This design comes from an exercise in tuning for small area and few clock cycles per item on the open sky130 flow, not from production work. RTL that was checked went through simulation tests only; none was proved equivalent to the original.

== harbor ==
## dsp_mac_pipe
module dsp_mac_pipe (
  input  logic               CLK,
  input  logic               RSTN,
  input  logic               IN_VALID,
  output logic               IN_READY,
  input  logic signed [17:0] A,
  input  logic signed [17:0] B,
  input  logic signed [17:0] D,
  input  logic signed [47:0] C,
  input  logic [3:0]         OPMODE,
  output logic               OUT_VALID,
  input  logic               OUT_READY,
  output logic signed [47:0] P,
  output logic               CARRYOUT,
  output logic               OVERFLOW
);
  logic        vld_q;
  logic [3:0]  cnt_q;
  logic [47:0] r_q;
  logic        co_q, ovf_q;
  logic        v1_q;
  logic [17:0] a1_q;
  logic [18:0] pre1_q;
  logic [47:0] c1_q;
  logic [1:0]  op1_q;      
  logic fire, adv;
  assign fire     = v1_q && (!vld_q || OUT_READY);
  assign adv      = !v1_q || fire;
  assign IN_READY = adv;
  logic        sb;
  logic [18:0] dg, bx, pre_d;
  logic [19:0] pre_w, pre_x, pre_y;
  assign sb    = OPMODE[0] & OPMODE[1];
  assign dg    = OPMODE[0] ? {D[17], D} : 19'd0;
  assign bx    = {B[17], B} ^ {19{sb}};
  assign pre_x = {dg, 1'b1};
  assign pre_y = {bx, sb};
  wire [19:0] pp_g0, pp_p0;
  assign pp_g0 = pre_x & pre_y;
  assign pp_p0 = pre_x ^ pre_y;
  wire pp_G1, pp_P1;
  assign pp_G1 = pp_g0[1] | (pp_p0[1] & pp_g0[0]);
  assign pp_P1 = pp_p0[1] & pp_p0[0];
  wire pp_G2, pp_P2;
  assign pp_G2 = pp_g0[3] | (pp_p0[3] & pp_g0[2]);
  assign pp_P2 = pp_p0[3] & pp_p0[2];
  wire pp_G3, pp_P3;
  assign pp_G3 = pp_g0[5] | (pp_p0[5] & pp_g0[4]);
  assign pp_P3 = pp_p0[5] & pp_p0[4];
  wire pp_G4, pp_P4;
  ...
clock: 7.0 ns
lec_check: 0
cap_margin: 20
core_margin: 2
core_utilization: 40
slew_margin: 20
standard.sh (not shown) runs the stock make flow with config.mk's settings and CLKGATE_MAP_FILE= SYNTH_SCRIPT=/design/flow/synth_recipe.tcl, a recipe that flattens the netlist after the stock synthesis.
==> flow/flow/run.sh <==
#!/bin/bash
# The standard ORFS layout (the standard.sh), with these changes:
# - the port buffers that global placement inserts on every input and output
#   are sky130_fd_sc_hd__buf_1 instead of the tool's default pick; timing
#   repair still resizes any of them that need more drive;
# - Yosys's synth runs without its early "abc -fast" pass, so the full adders
#   that ORFS extracts keep the polarity the RTL writes them in (the final ABC
#   mapping and everything else are unchanged);
# - clock tree synthesis uses smaller clock buffers, larger sink clusters and
#   no dummy loads.
set -euo pipefail
bash standard.sh "BUFFER_PORTS_ARGS=-buffer_cell sky130_fd_sc_hd__buf_1" "SYNTH_ARGS=-noabc" \
  "CTS_ARGS=-sink_clustering_enable -repair_clock_nets -buf_list {sky130_fd_sc_hd__clkbuf_4 sky130_fd_sc_hd__clkbuf_8} -sink_clustering_size 30 -sink_clustering_max_diameter 100 -dont_use_dummy_load" \
  finish > standard.log 2>&1
harbor completed; timing, DRC and antenna clean
For violet, these inputs were changed with respect to harbor:
--- a/flow/design.v
+++ b/flow/design.v
@@ -154,25 +154,23 @@
   logic [18:0] pre;
   logic [18:0] a_ext;
   logic [8:0]  one, two, neg;
   assign pre   = pre1_q;
   assign a_ext = {a1_q, 1'b0};
   always_comb begin
     for (int i = 0; i < 9; i++) begin
-      one[i] = a_ext[2*i+1] ^ a_ext[2*i];
-      two[i] = ((a_ext[2*i+2] & ~a_ext[2*i+1] & ~a_ext[2*i]) |
+      one[i] = v1_q & (a_ext[2*i+1] ^ a_ext[2*i]);
+      two[i] = v1_q & ((a_ext[2*i+2] & ~a_ext[2*i+1] & ~a_ext[2*i]) |
                        (~a_ext[2*i+2] & a_ext[2*i+1] & a_ext[2*i]));
       neg[i] = v1_q & (a_ext[2*i+2] ^ op1_q[1]);
     end
   end
-  logic [18:0] pre_v;
   logic [19:0] pre2, pre1;
-  assign pre_v = pre & {19{v1_q}};
-  assign pre1 = {pre_v[18], pre_v};
-  assign pre2 = {pre_v, 1'b0};
+  assign pre1 = {pre[18], pre};
+  assign pre2 = {pre, 1'b0};
   logic [19:0] y0, y1, y2, y3, y4, y5, y6, y7, y8;
   assign y0 = (({20{one[0]}} & pre1) | ({20{two[0]}} & pre2)) ^ {20{neg[0]}};
   assign y1 = (({20{one[1]}} & pre1) | ({20{two[1]}} & pre2)) ^ {20{neg[1]}};
   assign y2 = (({20{one[2]}} & pre1) | ({20{two[2]}} & pre2)) ^ {20{neg[2]}};
   assign y3 = (({20{one[3]}} & pre1) | ({20{two[3]}} & pre2)) ^ {20{neg[3]}};
   assign y4 = (({20{one[4]}} & pre1) | ({20{two[4]}} & pre2)) ^ {20{neg[4]}};
   assign y5 = (({20{one[5]}} & pre1) | ({20{two[5]}} & pre2)) ^ {20{neg[5]}};
Findings:
- violet reached the end of the flow, and the finished layout is clean on the timing, design-rule and antenna checks.
- Die area: violet and harbor compared, lower one is harbor
- Looking at met1 usage in global routing, violet sits 1.5 points lower than harbor does.
- Going from harbor to violet, utilization of the core after routing grew by 0.39 points; clock tree cell share of total cell area held steady; transition time at the pin with the least slew margin grew by 26 ps.
- Delta(average wire per cell in the routed design, violet - harbor) > 0
- For harbor, the critical-path cell with the highest stage delay was sky130_fd_sc_hd__edfxtp_1, unlike violet, where it was sky130_fd_sc_hd__fa_1.
- harbor reports its launch point of the critical path as op1_q[1] while violet reports a1_q[3].
- Critical path capture point = ovf_q: harbor; critical path capture point = r_q[38]: violet
- Any difference in met3 capacity usage during global routing between violet and harbor is small enough to ignore.
- violet ends up with higher met2 routing resource usage after global routing than harbor does.
- Sort violet and harbor by count of routing violations after the opening detailed-route iteration, ascending, and violet comes first.
- Diff harbor -> violet | total routed wirelength | increase of 950 um
Testbench counts of violet, summed over its fixed seeds: cycles 32,062, items 32,046.
Only the layout flow was run in harbor; the RTL was not checked for function there.

==> port drivers added, routing unchanged <==
The flow's constraints put no driver on any port. The routed layouts listed below were extracted and timed again, unchanged, in two steps. Step 1: set_driving_cell puts a clkbuf_16 on CLK and a buf_2 on each other input, an assumption about the parent block. Step 2, shift: input delay + t, output delay - t, t = (earliest + latest rising clock arrival at the registers) / 2. This alone moves slack from input paths to output paths. a / b / c = no drivers / after step 1 / after step 2; a / b = the first two.
| run | shift t [ns] | slack for setup (ns) | clock arrival spread, ns |
|---|---|---|---|
| harbor | 0.551 | 0.568 / 0.568 / 0.568 | 0.032 / 0.032 |
| violet | 0.566 | 0.534 / 0.534 / 0.534 | 0.026 / 0.027 |
After both steps setup and hold are still met in every run listed.
